This design comes from an exercise in tuning for small area and a short achievable clock period on the open sky130 flow, not from production work.
In this exercise RTL edits were held to simulation tests only and were not proved equivalent to the original.
Power and IR drop assume default switching activity.

==> 09-17: inputs <==
==> flow/design.v <==
package y86_pkg;
    localparam int W    = 64;
    localparam int NREG = 15;
    localparam logic [3:0] REG_NONE = 4'hF;
    localparam logic [3:0] REG_RSP  = 4'h4;
    localparam logic [3:0] I_HALT   = 4'h0;
    localparam logic [3:0] I_NOP    = 4'h1;
    localparam logic [3:0] I_CMOVXX = 4'h2;
    localparam logic [3:0] I_IRMOVQ = 4'h3;
    localparam logic [3:0] I_RMMOVQ = 4'h4;
    localparam logic [3:0] I_MRMOVQ = 4'h5;
    localparam logic [3:0] I_OPQ    = 4'h6;
    localparam logic [3:0] I_JXX    = 4'h7;
    localparam logic [3:0] I_CALL   = 4'h8;
    localparam logic [3:0] I_RET    = 4'h9;
    localparam logic [3:0] I_PUSHQ  = 4'hA;
    localparam logic [3:0] I_POPQ   = 4'hB;
    function automatic logic [3:0] ifun_limit(input logic [3:0] icode);
        case (icode)
            I_CMOVXX, I_JXX: ifun_limit = 4'd6;
            I_OPQ:           ifun_limit = 4'd3;
            default:         ifun_limit = 4'd0;
        endcase
    endfunction
endpackage
module y86_regfile
(
    input  logic         clk,
    input  logic         reset,
    input  logic         re_en,
    input  logic         wr_en,
    input  logic [3:0]   rd_id1,
    input  logic [3:0]   rd_id2,
    input  logic [3:0]   wr_id1,
    input  logic [3:0]   wr_id2,
    input  logic [y86_pkg::W-1:0] wr_val1,
    input  logic [y86_pkg::W-1:0] wr_val2,
    output logic [y86_pkg::W-1:0] rd_val1,
    output logic [y86_pkg::W-1:0] rd_val2,
    output logic         regerr
);
    logic [y86_pkg::W-1:0] regs_reg [y86_pkg::NREG];
    logic [3:0]   rd_id  [2];
    logic [y86_pkg::W-1:0] rd_val [2];
    assign rd_id[0] = rd_id1;
    assign rd_id[1] = rd_id2;
    assign rd_val1  = rd_val[0];
    assign rd_val2  = rd_val[1];
    always_ff @(posedge clk or posedge reset) begin
        if (reset) begin
            for (int i = 0; i < y86_pkg::NREG; i++) regs_reg[i] <= '0;
        end else if (wr_en) begin
            if (wr_id1 != y86_pkg::REG_NONE) regs_reg[wr_id1] <= wr_val1;
            if (wr_id2 != y86_pkg::REG_NONE) regs_reg[wr_id2] <= wr_val2;
        end
    end
    generate
        for (genvar gi = 0; gi < 2; gi++) begin : g_rd
            assign rd_val[gi] = (re_en && rd_id[gi] != y86_pkg::REG_NONE) ? regs_reg[rd_id[gi]] : '0;
        end
    endgenerate
    assign regerr = wr_en && (wr_id1 == wr_id2) && (wr_id1 != y86_pkg::REG_NONE);
endmodule
module y86_decode_regfile
(
    input  logic         clk,
    input  logic         reset,
    input  logic [7:0]   opcode,
    input  logic [7:0]   rArB,
    input  logic [y86_pkg::W-1:0] valC,
    input  logic         reEn,
    input  logic         wrEn,
    input  logic [3:0]   registernumber1_write,
    input  logic [3:0]   registernumber2_write,
    input  logic [y86_pkg::W-1:0] val_write1,
    input  logic [y86_pkg::W-1:0] val_write2,
    output logic [3:0]   registernumber1,
    output logic [3:0]   registernumber2,
    output logic [3:0]   dst_e,
    output logic [3:0]   dst_m,
    output logic [y86_pkg::W-1:0] val_read1,
    output logic [y86_pkg::W-1:0] val_read2,
    output logic         error,
    output logic         regerr
);
    logic [3:0] icode, ifun, ra, rb;
    logic [3:0] src_a, src_b, dst_e_d, dst_m_d;
    logic       uses_ra, uses_rb, bad_icode, ra_must_none;
    assign icode = opcode[7:4];
    assign ifun  = opcode[3:0];
    assign ra    = rArB[7:4];
    assign rb    = rArB[3:0];
    always_comb begin
        src_a        = y86_pkg::REG_NONE;
        src_b        = y86_pkg::REG_NONE;
        dst_e_d      = y86_pkg::REG_NONE;
        dst_m_d      = y86_pkg::REG_NONE;
        uses_ra      = 1'b0;
        uses_rb      = 1'b0;
        bad_icode    = 1'b0;
        ra_must_none = 1'b0;
        case (icode)
            y86_pkg::I_HALT, y86_pkg::I_NOP, y86_pkg::I_JXX: ;
            y86_pkg::I_CMOVXX: begin src_a = ra; dst_e_d = rb; uses_ra = 1'b1; uses_rb = 1'b1; end
            y86_pkg::I_IRMOVQ: begin dst_e_d = rb; uses_rb = 1'b1; ra_must_none = 1'b1; end
            y86_pkg::I_RMMOVQ: begin src_a = ra; src_b = rb; uses_ra = 1'b1; uses_rb = 1'b1; end
            y86_pkg::I_MRMOVQ: begin src_b = rb; dst_m_d = ra; uses_ra = 1'b1; uses_rb = 1'b1; end
            y86_pkg::I_OPQ:    begin src_a = ra; src_b = rb; dst_e_d = rb; uses_ra = 1'b1; uses_rb = 1'b1; end
            y86_pkg::I_CALL:   begin src_b = y86_pkg::REG_RSP; dst_e_d = y86_pkg::REG_RSP; end
            y86_pkg::I_RET:    begin src_a = y86_pkg::REG_RSP; src_b = y86_pkg::REG_RSP; dst_e_d = y86_pkg::REG_RSP; end
            y86_pkg::I_PUSHQ:  begin src_a = ra; src_b = y86_pkg::REG_RSP; dst_e_d = y86_pkg::REG_RSP; uses_ra = 1'b1; end
            y86_pkg::I_POPQ:   begin src_a = y86_pkg::REG_RSP; src_b = y86_pkg::REG_RSP; dst_e_d = y86_pkg::REG_RSP; dst_m_d = ra; uses_ra = 1'b1; end
            default:  bad_icode = 1'b1;
        endcase
    end
    assign error = bad_icode
                     || (ifun > y86_pkg::ifun_limit(icode))
                     || (uses_ra && ra == y86_pkg::REG_NONE)
                     || (uses_rb && rb == y86_pkg::REG_NONE)
                     || (ra_must_none && ra != y86_pkg::REG_NONE);
    assign registernumber1 = src_a;
    assign registernumber2 = src_b;
    assign dst_e           = dst_e_d;
    assign dst_m           = dst_m_d;
    y86_regfile u_regfile (
        .clk     (clk),
        .reset   (reset),
        .re_en   (reEn),
        .wr_en   (wrEn),
        .rd_id1  (src_a),
        .rd_id2  (src_b),
        .wr_id1  (registernumber1_write),
        .wr_id2  (registernumber2_write),
        .wr_val1 (val_write1),
        .wr_val2 (val_write2),
        .rd_val1 (val_read1),
        .rd_val2 (val_read2),
        .regerr  (regerr)
    );
endmodule
==> flow/run.sh <==
#!/bin/bash
# synth_recipe.tcl (not shown) runs the flow's synth.tcl, then flattens the netlist and writes it again
# the make line also repeats each setting of config.mk as NAME=value (left out here)
make -C /OpenROAD-flow-scripts/flow DESIGN_CONFIG=/design/flow/config.mk WORK_HOME=/design/flow/orfs CLKGATE_MAP_FILE= SYNTH_SCRIPT=/design/flow/synth_recipe.tcl finish
==> flow/config.mk <==
export PLATFORM = sky130hd
export DESIGN_NAME = y86_decode_regfile
export DESIGN_NICKNAME = y86_decode_regfile
export VERILOG_FILES = /design/flow/design.v
export SDC_FILE = /design/flow/constraint.sdc
export NUM_CORES = 8
export LEC_CHECK = 0
export CAP_MARGIN = 20
export CORE_MARGIN = 2
export CORE_UTILIZATION = 30
export SETUP_SLACK_MARGIN = 0.3
export SLEW_MARGIN = 20
==> flow/constraint.sdc <==
create_clock -name core_clock -period 7.0 [get_ports {clk}]
set_input_delay 1.4000 -clock core_clock [delete_from_list [all_inputs] [get_ports {clk}]]
set_output_delay 1.4000 -clock core_clock [all_outputs]
set_load 0.01 [all_outputs]
==> 06-06 (differences from 09-17) <==
==> flow/design.v, changed modules only <==
module y86_rf_wbit
(
    input  logic s2,
    input  logic d2,
    input  logic s1,
    input  logic d1,
    input  logic h,
    input  logic q,
    output logic d
);
    assign d = (s2 & d2) | (s1 & d1) | (h & q);
endmodule
module y86_rf_rbit
(
    input  logic [y86_pkg::NREG-1:0] sel,
    input  logic [y86_pkg::NREG-1:0] q,
    output logic                     d
);
    assign d = |(sel & q);
endmodule
module y86_regfile
(
    input  logic         clk,
    input  logic         reset,
    input  logic         re_en,
    input  logic         wr_en,
    input  logic [3:0]   rd_id1,
    input  logic [3:0]   rd_id2,
    input  logic [3:0]   wr_id1,
    input  logic [3:0]   wr_id2,
    input  logic [y86_pkg::W-1:0] wr_val1,
    input  logic [y86_pkg::W-1:0] wr_val2,
    output logic [y86_pkg::W-1:0] rd_val1,
    output logic [y86_pkg::W-1:0] rd_val2,
    output logic         regerr
);
    logic [y86_pkg::W-1:0] regs_reg [y86_pkg::NREG];
    logic [y86_pkg::W-1:0] regs_nxt [y86_pkg::NREG];
    logic [y86_pkg::NREG-1:0] valid_reg;
    logic [y86_pkg::NREG-1:0] we1, we2, hold, sel1, sel2;
    always_comb begin
        for (int i = 0; i < y86_pkg::NREG; i++) begin
            we2[i]  = wr_en && (wr_id2 == 4'(i));
            we1[i]  = wr_en && (wr_id1 == 4'(i)) && !we2[i];
            hold[i] = !(we1[i] || we2[i]);
        end
    end
    always_ff @(posedge clk or posedge reset) begin
        if (reset) valid_reg <= '0;
        else       valid_reg <= valid_reg | ~hold;
    end
    generate
        for (genvar r = 0; r < y86_pkg::NREG; r++) begin : g_reg
            for (genvar b = 0; b < y86_pkg::W; b++) begin : g_bit
                y86_rf_wbit u_w (
                    .s2(we2[r]), .d2(wr_val2[b]), .s1(we1[r]), .d1(wr_val1[b]),
                    .h(hold[r]), .q(regs_reg[r][b]), .d(regs_nxt[r][b])
                );
            end
        end
    endgenerate
    always_ff @(posedge clk) begin
        for (int i = 0; i < y86_pkg::NREG; i++) regs_reg[i] <= regs_nxt[i];
    end
    always_comb begin
        for (int i = 0; i < y86_pkg::NREG; i++) begin
            sel1[i] = re_en && valid_reg[i] && (rd_id1 == 4'(i));
            sel2[i] = re_en && valid_reg[i] && (rd_id2 == 4'(i));
        end
    end
    generate
        for (genvar b = 0; b < y86_pkg::W; b++) begin : g_rd
            logic [y86_pkg::NREG-1:0] col;
            for (genvar r = 0; r < y86_pkg::NREG; r++) begin : g_col
                assign col[r] = regs_reg[r][b];
            end
            y86_rf_rbit u_r1 (.sel(sel1), .q(col), .d(rd_val1[b]));
            y86_rf_rbit u_r2 (.sel(sel2), .q(col), .d(rd_val2[b]));
        end
    endgenerate
    assign regerr = wr_en && (wr_id1 == wr_id2) && (wr_id1 != y86_pkg::REG_NONE);
endmodule
--- a/flow/config.mk
+++ b/flow/config.mk
@@ -10,3 +10,4 @@
 export CORE_UTILIZATION = 30
 export SETUP_SLACK_MARGIN = 0.3
 export SLEW_MARGIN = 20
+export SYNTH_HIERARCHICAL = 1
==> qor summary <==
| metric | 09-17 | 06-06 |
|---|---|---|
| Run status | complete, no violations | complete, no violations |
| Smallest setup slack after layout | 0.140 ns | 0.503 ns |
| P&R area growth vs syn | 20.3% | 25.5% |
| Global-route met3 utilization | 24.7% | 8.94% |
| Multi-input comb cells | 5068 | 2315 |
| Power Clock | 0.00662 W | 0.00600 W |
| Compound-Gate Fraction of Synth Area | 37.1% | 39.8% |
| Remaining max-slew budget at the tightest pin | 10.2% | 14.6% |
| Leading cell type in the layout, fill and taps excluded | nor2_1 | a222oi_1 |
| Number of sequential storage elements | 960 | 975 |
| Worst slew pin tran | 1.35 ns | 1.28 ns |
| Tapcells inserted | 2495 | 1903 |
| XOR/XNOR share of the synthesized area | 0.0770% | 0.0812% |
| Clock-cell share of area | 5.82% | 6.76% |
| Fraction of standard cell area in multi-input logic | 44.3% | 37.2% |

port drivers added, routing unchanged:
No port has a modelled driver above. Below, the same layouts with a new extraction and two added sets of constraints. Step 1 sets driving cells, clkbuf_16 on the clock port and buf_2 on the other inputs (assumed; they add their load-dependent delay and slew). Step 2 also shifts input and output timing later by t, the mid clock arrival at the registers, as if the neighbouring blocks saw the same clock. Three values: ideal, step 1, step 2; two values: the first two.
run	t, ns	slack for setup (ns)	hold WS [ns]	worst setup path after step 2	clock arrival spread, ns
09-17	0.918	0.140 / 0.114 / 0.114	0.526 / 0.526 / 0.526	input to output	0.057 / 0.057
06-06	0.806	0.503 / 0.469 / 0.469	0.481 / 0.481 / 0.481	input to output	0.047 / 0.047
After both steps setup and hold are still met in every run listed. The setup slack of 06-06, which loses most, moves by -0.034 ns with the drivers and by -0.034 ns with both steps.
